What follows belongs to an exercise in optimizing a design on an open flow for small area and few clock cycles; a production flow would make more cautious choices.
RTL that was checked went through simulation tests only; none was proved equivalent to the original.
No activity file was given, so power comes from the tool's default toggle rates.

## main
export LEC_CHECK = 0
export CAP_MARGIN = 20
export CORE_MARGIN = 2
export CORE_UTILIZATION = 60
export CTS_BUF_LIST = sky130_fd_sc_hd__clkbuf_8
export PLACE_DENSITY = 0.75
export SLEW_MARGIN = 20
create_clock -name core_clock -period 5.0 [get_ports {aclk}]
standard.sh (not shown) runs the stock make flow with config.mk's settings and CLKGATE_MAP_FILE= SYNTH_SCRIPT=/design/flow/synth_recipe.tcl, a recipe that flattens the netlist after the stock synthesis.
==> flow/flow/run.sh <==
#!/bin/bash
# Standard layout, with the smallest buffer on every input and output port.
export BUFFER_PORTS_ARGS="-buffer_cell sky130_fd_sc_hd__buf_1"
bash standard.sh > standard.log 2>&1
--- input diff main..the feature branch ---
--- a/flow/design.v
+++ b/flow/design.v
@@ -4,7 +4,7 @@
   localparam int STRB_W = DATA_W / 8;
   localparam int RESP_W = 2;
   localparam logic [ADDR_W-1:0] SPLIT_BASE = 32'h0000_8000;
-  localparam int ORD_DEPTH = 7;
+  localparam int ORD_DEPTH = 6;
 endpackage
 `timescale 1ns/1ps
 import axil_split_pkg::*;
## What came out
Going from main to the feature branch, final area now smaller; number of different library cells in the post-synthesis netlist now larger; final wirelength now larger; die area now smaller; fraction of final layout cells with drive strength greater than 1 now larger.
The feature branch ends up with lower portion of the post-synthesis area used by sequential elements than main does.
Against main as the reference, the feature branch delivers a lower fraction of power consumed by the clock network.
main has a higher post-route fraction of the period consumed by the critical path than the feature branch.
Testbench counts of the feature branch, summed over its fixed seeds: cycles 9,863.
Only the layout flow was run in main; the RTL was not checked for function there.

* * *

Another version of the RTL of axil_wr_split (not shown whole).
Size: about 240 cells after synthesis, about 230 I/O pins, about 2600 um2 of cells after synthesis.
==> module axil_fifo, before the edit <==
module axil_fifo #(
  parameter int DEPTH = ORD_DEPTH
) (
  input  logic aclk,
  input  logic aresetn,
  input  logic push,
  input  logic push_port,
  output logic full,
  input  logic w_adv,
  output logic w_avail,
  output logic w_port,
  input  logic pop,
  output logic head_port
);
  localparam int CW = $clog2(DEPTH + 1);
  logic [DEPTH-1:0] q;
  logic [CW-1:0]    n;
  logic [CW-1:0]    nw;
  assign full    = (n == CW'(DEPTH));
  assign w_avail = (nw != '0);
  logic [(1 << CW)-1:0] qx;
  assign qx        = {{((1 << CW) - DEPTH){1'b0}}, q};
  assign w_port    = qx[nw - 1'b1];
  assign head_port = qx[n - 1'b1];
  always_ff @(posedge aclk)
  begin
    if (!aresetn)
    begin
      n  <= '0;
      nw <= '0;
    end
    else
    begin
      if (push && !pop)
        n <= n + 1'b1;
      else if (pop && !push)
        n <= n - 1'b1;
      if (push && !w_adv)
        nw <= nw + 1'b1;
      else if (w_adv && !push)
        nw <= nw - 1'b1;
    end
  end
  always_ff @(posedge aclk)
  begin
    if (push)
      q <= {q[DEPTH-2:0], push_port};
  end
endmodule
Settings: LEC_CHECK=0, CAP_MARGIN=20, CORE_MARGIN=2, CORE_UTILIZATION=60, CTS_BUF_LIST=sky130_fd_sc_hd__clkbuf_8, PLACE_DENSITY=0.75, SLEW_MARGIN=20; clock period 5.0 ns.
==> flow/flow/run.sh <==
#!/bin/bash
# Standard layout with four changes: synthesis maps logic with an area
# oriented ABC script, the smallest buffer goes on every input and output
# port, one tie cell is shared by the constant outputs, and the clock tree
# has no dummy loads. The ORFS scripts are copied here and only the ABC
# script that synthesis reads is replaced.
set -e
rm -rf scripts_area
cp -r "$FLOW_HOME/scripts" scripts_area
cp flow/abc_map_area.script scripts_area/abc_speed.script
export SCRIPTS_DIR="$PWD/scripts_area"
export ADDER_MAP_FILE=
export BUFFER_PORTS_ARGS="-buffer_cell sky130_fd_sc_hd__buf_1"
export SKIP_REPAIR_TIE_FANOUT=1
export CTS_ARGS="-sink_clustering_enable -repair_clock_nets -buf_list sky130_fd_sc_hd__clkbuf_8 -dont_use_dummy_load"
bash standard.sh > standard.log 2>&1
==> flow/flow/abc_map_area.script <==
strash
dc2
dch -f
amap
Testbench counts at the start, summed over its fixed seeds: cycles 10,137.
Edit:
--- a/flow/design.v
+++ b/flow/design.v
@@ -1,13 +1,13 @@
 package axil_split_pkg;
   localparam int ADDR_W = 32;
   localparam int DATA_W = 32;
   localparam int STRB_W = DATA_W / 8;
   localparam int RESP_W = 2;
   localparam logic [ADDR_W-1:0] SPLIT_BASE = 32'h0000_8000;
-  localparam int ORD_DEPTH = 5;
+  localparam int ORD_DEPTH = 6;
 endpackage
 `timescale 1ns/1ps
 import axil_split_pkg::*;
 module axil_fifo #(
   parameter int DEPTH = ORD_DEPTH
 ) (
@@ -20,38 +20,38 @@
   output logic w_avail,
   output logic w_port,
   input  logic pop,
   output logic head_port
 );
   localparam int CW = $clog2(DEPTH + 1);
-  logic [DEPTH-1:0] q;
-  logic [CW-1:0]    n;
-  logic [CW-1:0]    nw;
-  assign full    = (n == CW'(DEPTH));
-  assign w_avail = (nw != '0);
+  logic [DEPTH-1:0]     q;
   logic [(1 << CW)-1:0] qx;
+  logic [CW-1:0]        hi;
+  logic [CW-1:0]        wi;
   assign qx        = {{((1 << CW) - DEPTH){1'b0}}, q};
-  assign w_port    = qx[nw - 1'b1];
-  assign head_port = qx[n - 1'b1];
+  assign full      = (hi == CW'(DEPTH - 1));
+  assign w_avail   = (wi != '1);
+  assign w_port    = qx[wi];
+  assign head_port = qx[hi];
   always_ff @(posedge aclk)
   begin
     if (!aresetn)
     begin
-      n  <= '0;
-      nw <= '0;
+      hi <= '1;
+      wi <= '1;
     end
     else
     begin
       if (push && !pop)
-        n <= n + 1'b1;
+        hi <= hi + 1'b1;
       else if (pop && !push)
-        n <= n - 1'b1;
+        hi <= hi - 1'b1;
       if (push && !w_adv)
-        nw <= nw + 1'b1;
+        wi <= wi + 1'b1;
       else if (w_adv && !push)
-        nw <= nw - 1'b1;
+        wi <= wi - 1'b1;
     end
   end
   always_ff @(posedge aclk)
   begin
     if (push)
       q <= {q[DEPTH-2:0], push_port};
Outcome: Area after synthesis rises slightly. Worst hold slack improves by 0.017 ns. Core utilization rises by 0.43 points. Design area rises slightly. Sequential power rises by a little under a tenth. Sequential share of layout area rises by 0.85 points. Die area rises slightly. Maximum frequency falls slightly. Total power falls slightly. Cell count falls slightly. Routed wire length rises by a quarter to a third. Global-route usage rises by 5.4 points. Setup slack degrades by 0.015 ns.
Testbench counts after the change, summed over its fixed seeds: cycles 9,863.

* * *

The RTL this note starts from:
==> flow/design.v <==
package axil_split_pkg;
  localparam int ADDR_W = 32;
  localparam int DATA_W = 32;
  localparam int STRB_W = DATA_W / 8;
  localparam int RESP_W = 2;
  localparam logic [ADDR_W-1:0] SPLIT_BASE = 32'h0000_8000;
  localparam int ORD_DEPTH = 6;
endpackage
`timescale 1ns/1ps
import axil_split_pkg::*;
module axil_fifo #(
  parameter int DEPTH = ORD_DEPTH
) (
  input  logic aclk,
  input  logic aresetn,
  input  logic push,
  input  logic push_port,
  output logic full,
  input  logic w_adv,
  output logic w_avail,
  output logic w_port,
  input  logic pop,
  output logic head_port
);
  localparam int CW = $clog2(DEPTH + 1);
  logic [DEPTH-1:0] q;
  logic [CW-1:0]    n;
  logic [CW-1:0]    nw;
  assign full    = (n == CW'(DEPTH));
  assign w_avail = (nw != '0);
  logic [(1 << CW)-1:0] qx;
  assign qx        = {{((1 << CW) - DEPTH){1'b0}}, q};
  assign w_port    = qx[nw - 1'b1];
  assign head_port = qx[n - 1'b1];
  always_ff @(posedge aclk)
  begin
    if (!aresetn)
    begin
      n  <= '0;
      nw <= '0;
    end
    else
    begin
      if (push && !pop)
        n <= n + 1'b1;
      else if (pop && !push)
        n <= n - 1'b1;
      if (push && !w_adv)
        nw <= nw + 1'b1;
      else if (w_adv && !push)
        nw <= nw - 1'b1;
    end
  end
  always_ff @(posedge aclk)
  begin
    if (push)
      q <= {q[DEPTH-2:0], push_port};
  end
endmodule
`timescale 1ns/1ps
import axil_split_pkg::*;
module axil_s_wr_fifos (
  input  logic              aclk,
  input  logic              aresetn,
  input  logic              s_awvalid,
  output logic              s_awready,
  input  logic [ADDR_W-1:0] s_awaddr,
  input  logic              room,
  output logic              take,
  output logic              take_port,
  output logic [1:0]        m_awvalid,
  input  logic [1:0]        m_awready,
  output logic [ADDR_W-1:0] m_awaddr
);
  logic aw_v;
  logic aw_p;
  assign take_port = (s_awaddr >= SPLIT_BASE);
  assign s_awready = room && (!aw_v || m_awready[aw_p]);
  assign take      = s_awvalid && s_awready;
  assign m_awvalid = {aw_v && aw_p, aw_v && !aw_p};
  always_ff @(posedge aclk)
  begin
    if (!aresetn)
      aw_v <= 1'b0;
    else if (take)
      aw_v <= 1'b1;
    else if (m_awready[aw_p])
      aw_v <= 1'b0;
  end
  always_ff @(posedge aclk)
  begin
    if (take)
    begin
      aw_p     <= take_port;
      m_awaddr <= s_awaddr;
    end
  end
endmodule
`timescale 1ns/1ps
import axil_split_pkg::*;
module axil_m_wr_fifos (
  input  logic                   aclk,
  input  logic                   aresetn,
  input  logic                   head_port,
  input  logic [1:0]             m_bvalid,
  output logic [1:0]             m_bready,
  input  logic [1:0][RESP_W-1:0] m_bresp,
  output logic                   take,
  output logic                   s_bvalid,
  input  logic                   s_bready,
  output logic [RESP_W-1:0]      s_bresp
);
  logic              ov;
  logic [RESP_W-1:0] ovr;
  logic              free;
  logic              hv;
  logic [RESP_W-1:0] hr;
  assign hv       = m_bvalid[head_port];
  assign hr       = m_bresp[head_port];
  assign free     = !ov || s_bready;
  assign m_bready = {free && head_port, free && !head_port};
  assign take     = free && hv;
  assign s_bvalid = ov || hv;
  assign s_bresp  = ov ? ovr : hr;
  always_ff @(posedge aclk)
  begin
    if (!aresetn)
      ov <= 1'b0;
    else if (free)
      ov <= take && (ov || !s_bready);
  end
  always_ff @(posedge aclk)
  begin
    if (take)
      ovr <= hr;
  end
endmodule
`timescale 1ns/1ps
import axil_split_pkg::*;
module axil_wr_split (
  input  logic                            aclk,
  input  logic                            aresetn,
  input  logic                            s_awvalid,
  output logic                            s_awready,
  input  logic [axil_split_pkg::ADDR_W-1:0] s_awaddr,
  input  logic                            s_wvalid,
  output logic                            s_wready,
  input  logic [axil_split_pkg::DATA_W-1:0] s_wdata,
  input  logic [axil_split_pkg::STRB_W-1:0] s_wstrb,
  output logic                            s_bvalid,
  input  logic                            s_bready,
  output logic [axil_split_pkg::RESP_W-1:0] s_bresp,
  output logic                            m0_awvalid,
  input  logic                            m0_awready,
  output logic [axil_split_pkg::ADDR_W-1:0] m0_awaddr,
  output logic                            m0_wvalid,
  input  logic                            m0_wready,
  output logic [axil_split_pkg::DATA_W-1:0] m0_wdata,
  output logic [axil_split_pkg::STRB_W-1:0] m0_wstrb,
  input  logic                            m0_bvalid,
  output logic                            m0_bready,
  input  logic [axil_split_pkg::RESP_W-1:0] m0_bresp,
  output logic                            m1_awvalid,
  input  logic                            m1_awready,
  output logic [axil_split_pkg::ADDR_W-1:0] m1_awaddr,
  output logic                            m1_wvalid,
  input  logic                            m1_wready,
  output logic [axil_split_pkg::DATA_W-1:0] m1_wdata,
  output logic [axil_split_pkg::STRB_W-1:0] m1_wstrb,
  input  logic                            m1_bvalid,
  output logic                            m1_bready,
  input  logic [axil_split_pkg::RESP_W-1:0] m1_bresp
);
  logic              full;
  logic              take;
  logic              take_port;
  logic              w_avail;
  logic              w_port;
  logic              w_go;
  logic              head_port;
  logic              b_take;
  logic [1:0]        m_awvalid;
  logic [ADDR_W-1:0] m_awaddr;
  axil_s_wr_fifos u_aw (
    .aclk      (aclk),
    .aresetn   (aresetn),
    .s_awvalid (s_awvalid),
    .s_awready (s_awready),
    .s_awaddr  (s_awaddr),
    .room      (!full || b_take),
    .take      (take),
    .take_port (take_port),
    .m_awvalid (m_awvalid),
    .m_awready ({m1_awready, m0_awready}),
    .m_awaddr  (m_awaddr)
  );
  assign {m1_awvalid, m0_awvalid} = m_awvalid;
  assign m0_awaddr = {{(ADDR_W-15){1'b0}}, m_awaddr[14:0]};
  assign m1_awaddr = m_awaddr;
  axil_fifo u_ord (
    .aclk      (aclk),
    .aresetn   (aresetn),
    .push      (take),
    .push_port (take_port),
    .full      (full),
    .w_adv     (w_go),
    .w_avail   (w_avail),
    .w_port    (w_port),
    .pop       (b_take),
    .head_port (head_port)
  );
  assign m0_wvalid = s_wvalid && w_avail && !w_port;
  assign m1_wvalid = s_wvalid && w_avail && w_port;
  assign m0_wdata  = s_wdata;
  assign m1_wdata  = s_wdata;
  assign m0_wstrb  = s_wstrb;
  assign m1_wstrb  = s_wstrb;
  assign s_wready  = w_avail && (w_port ? m1_wready : m0_wready);
  assign w_go      = s_wvalid && s_wready;
  axil_m_wr_fifos u_b (
    .aclk      (aclk),
    .aresetn   (aresetn),
    .head_port (head_port),
    .m_bvalid  ({m1_bvalid, m0_bvalid}),
    .m_bready  ({m1_bready, m0_bready}),
    .m_bresp   ({m1_bresp, m0_bresp}),
    .take      (b_take),
    .s_bvalid  (s_bvalid),
    .s_bready  (s_bready),
    .s_bresp   (s_bresp)
  );
endmodule
Settings: LEC_CHECK=0, CAP_MARGIN=20, CORE_MARGIN=2, CORE_UTILIZATION=60, CTS_BUF_LIST=sky130_fd_sc_hd__clkbuf_8, PLACE_DENSITY=0.75, SLEW_MARGIN=20; clock period 5.0 ns.
==> flow/flow/run.sh <==
#!/bin/bash
# Standard layout with three changes: the smallest buffer on every input
# and output port, one tie cell shared by the constant outputs, and no
# dummy loads in the clock tree.
export BUFFER_PORTS_ARGS="-buffer_cell sky130_fd_sc_hd__buf_1"
export SKIP_REPAIR_TIE_FANOUT=1
export CTS_ARGS="-sink_clustering_enable -repair_clock_nets -buf_list sky130_fd_sc_hd__clkbuf_8 -dont_use_dummy_load"
bash standard.sh > standard.log 2>&1
The starting point completed without violations.
Testbench counts at the start, summed over its fixed seeds: cycles 9,863.
==> next run, changes <==
--- a/flow/design.v
+++ b/flow/design.v
@@ -5,5 +5,5 @@
   localparam int RESP_W = 2;
   localparam logic [ADDR_W-1:0] SPLIT_BASE = 32'h0000_8000;
-  localparam int ORD_DEPTH = 6;
+  localparam int ORD_DEPTH = 5;
 endpackage
 `timescale 1ns/1ps
=> Final area fell by 3.6%; synthesized cell count came out lower by 1.7%; routed wire length grows by 8.3%; hold slack stays flat; total power went down by 9.2%; cell count is lower by 1.7%; first-iteration DRC count decreases by 33%.
Testbench counts after the change, summed over its fixed seeds: cycles 10,137.

* * *

Another version of the RTL of axil_wr_split (not shown whole).
For scale: ~260 cells after synthesis, roughly 55 flip-flops, about 230 I/O pins, about 0.0031 mm2 of cells after synthesis.
==> flow/config.mk <==
export PLATFORM = sky130hd
export DESIGN_NAME = axil_wr_split
export DESIGN_NICKNAME = axil_wr_split
export VERILOG_FILES = /design/flow/design.v
export SDC_FILE = /design/flow/constraint.sdc
export NUM_CORES = 4
export LEC_CHECK = 0
export CAP_MARGIN = 20
export CORE_MARGIN = 2
export CORE_UTILIZATION = 60
export CTS_BUF_LIST = sky130_fd_sc_hd__clkbuf_8
export PLACE_DENSITY = 0.75
export SLEW_MARGIN = 20
==> flow/constraint.sdc <==
create_clock -name core_clock -period 5.0 [get_ports {aclk}]
set_input_delay 1.0000 -clock core_clock [delete_from_list [all_inputs] [get_ports {aclk}]]
set_output_delay 1.0000 -clock core_clock [all_outputs]
set_load 0.01 [all_outputs]
==> flow/flow/run.sh <==
#!/bin/bash
# Standard layout, with the smallest buffer on every input and output port.
export BUFFER_PORTS_ARGS="-buffer_cell sky130_fd_sc_hd__buf_1"
bash standard.sh > standard.log 2>&1
Testbench counts at the start, summed over its fixed seeds: cycles 9,304.
Edit:
--- a/flow/design.v
+++ b/flow/design.v
@@ -5,5 +5,5 @@
   localparam int RESP_W = 2;
   localparam logic [ADDR_W-1:0] SPLIT_BASE = 32'h0000_8000;
-  localparam int ORD_DEPTH = 8;
+  localparam int ORD_DEPTH = 7;
 endpackage
 `timescale 1ns/1ps
Outcome: Cell area decreases by a few percent; via count decreases by a few percent; core utilization increases by 1.1 points; routed wire length decreases by about a fifth; final cell count decreases by a few percent; non-clock buffer count stays the same; clock power decreases by about a fifth; synthesized area decreases by a few percent; setup slack is better by 0.21 ns; global-route usage decreases by 4.5 points; power hardly moves.
Function not checked in the second run of this note: the RTL went through the layout flow alone.

[static timing again, ports no longer ideal]
In the flow no input, the clock included, has a driving cell. The finished layouts below were timed again as built, in two steps. Step 1 (the two cells are an assumption about what drives the block):
set clk [get_ports {aclk}]
set_driving_cell -lib_cell sky130_fd_sc_hd__clkbuf_16 $clk
set_driving_cell -lib_cell sky130_fd_sc_hd__buf_2 [delete_from_list [all_inputs] $clk]
Step 2, shift: input delay + t, output delay - t, t = (earliest + latest rising clock arrival at the registers) / 2. This alone moves slack from input paths to output paths. Slacks: no drivers / after step 1 / after step 2; pairs: no drivers / after step 1.
| run | t (ns) | setup slack, ns | slew at the worst register clock pin (ns) |
|---|---|---|---|
| main | 0.324 | 1.321 / 1.296 / 1.620 | 0.09 / 0.09 |
| the feature branch | 0.317 | 1.446 / 1.446 / 1.446 | 0.09 / 0.09 |
| the first run of note 2 | 0.317 | 1.385 / 1.359 / 1.563 | 0.09 / 0.09 |
| the second run of note 2 | 0.309 | 1.370 / 1.370 / 1.370 | 0.09 / 0.09 |
| the first run of note 3 | 0.314 | 1.396 / 1.396 / 1.396 | 0.09 / 0.09 |
| the second run of note 3 | 0.303 | 1.355 / 1.334 / 1.355 | 0.09 / 0.09 |
| the first run of note 4 | 0.329 | 1.348 / 1.320 / 1.648 | 0.10 / 0.10 |
| the second run of note 4 | 0.328 | 1.554 / 1.527 / 1.667 | 0.10 / 0.10 |
After both steps setup and hold are still met in every run listed.
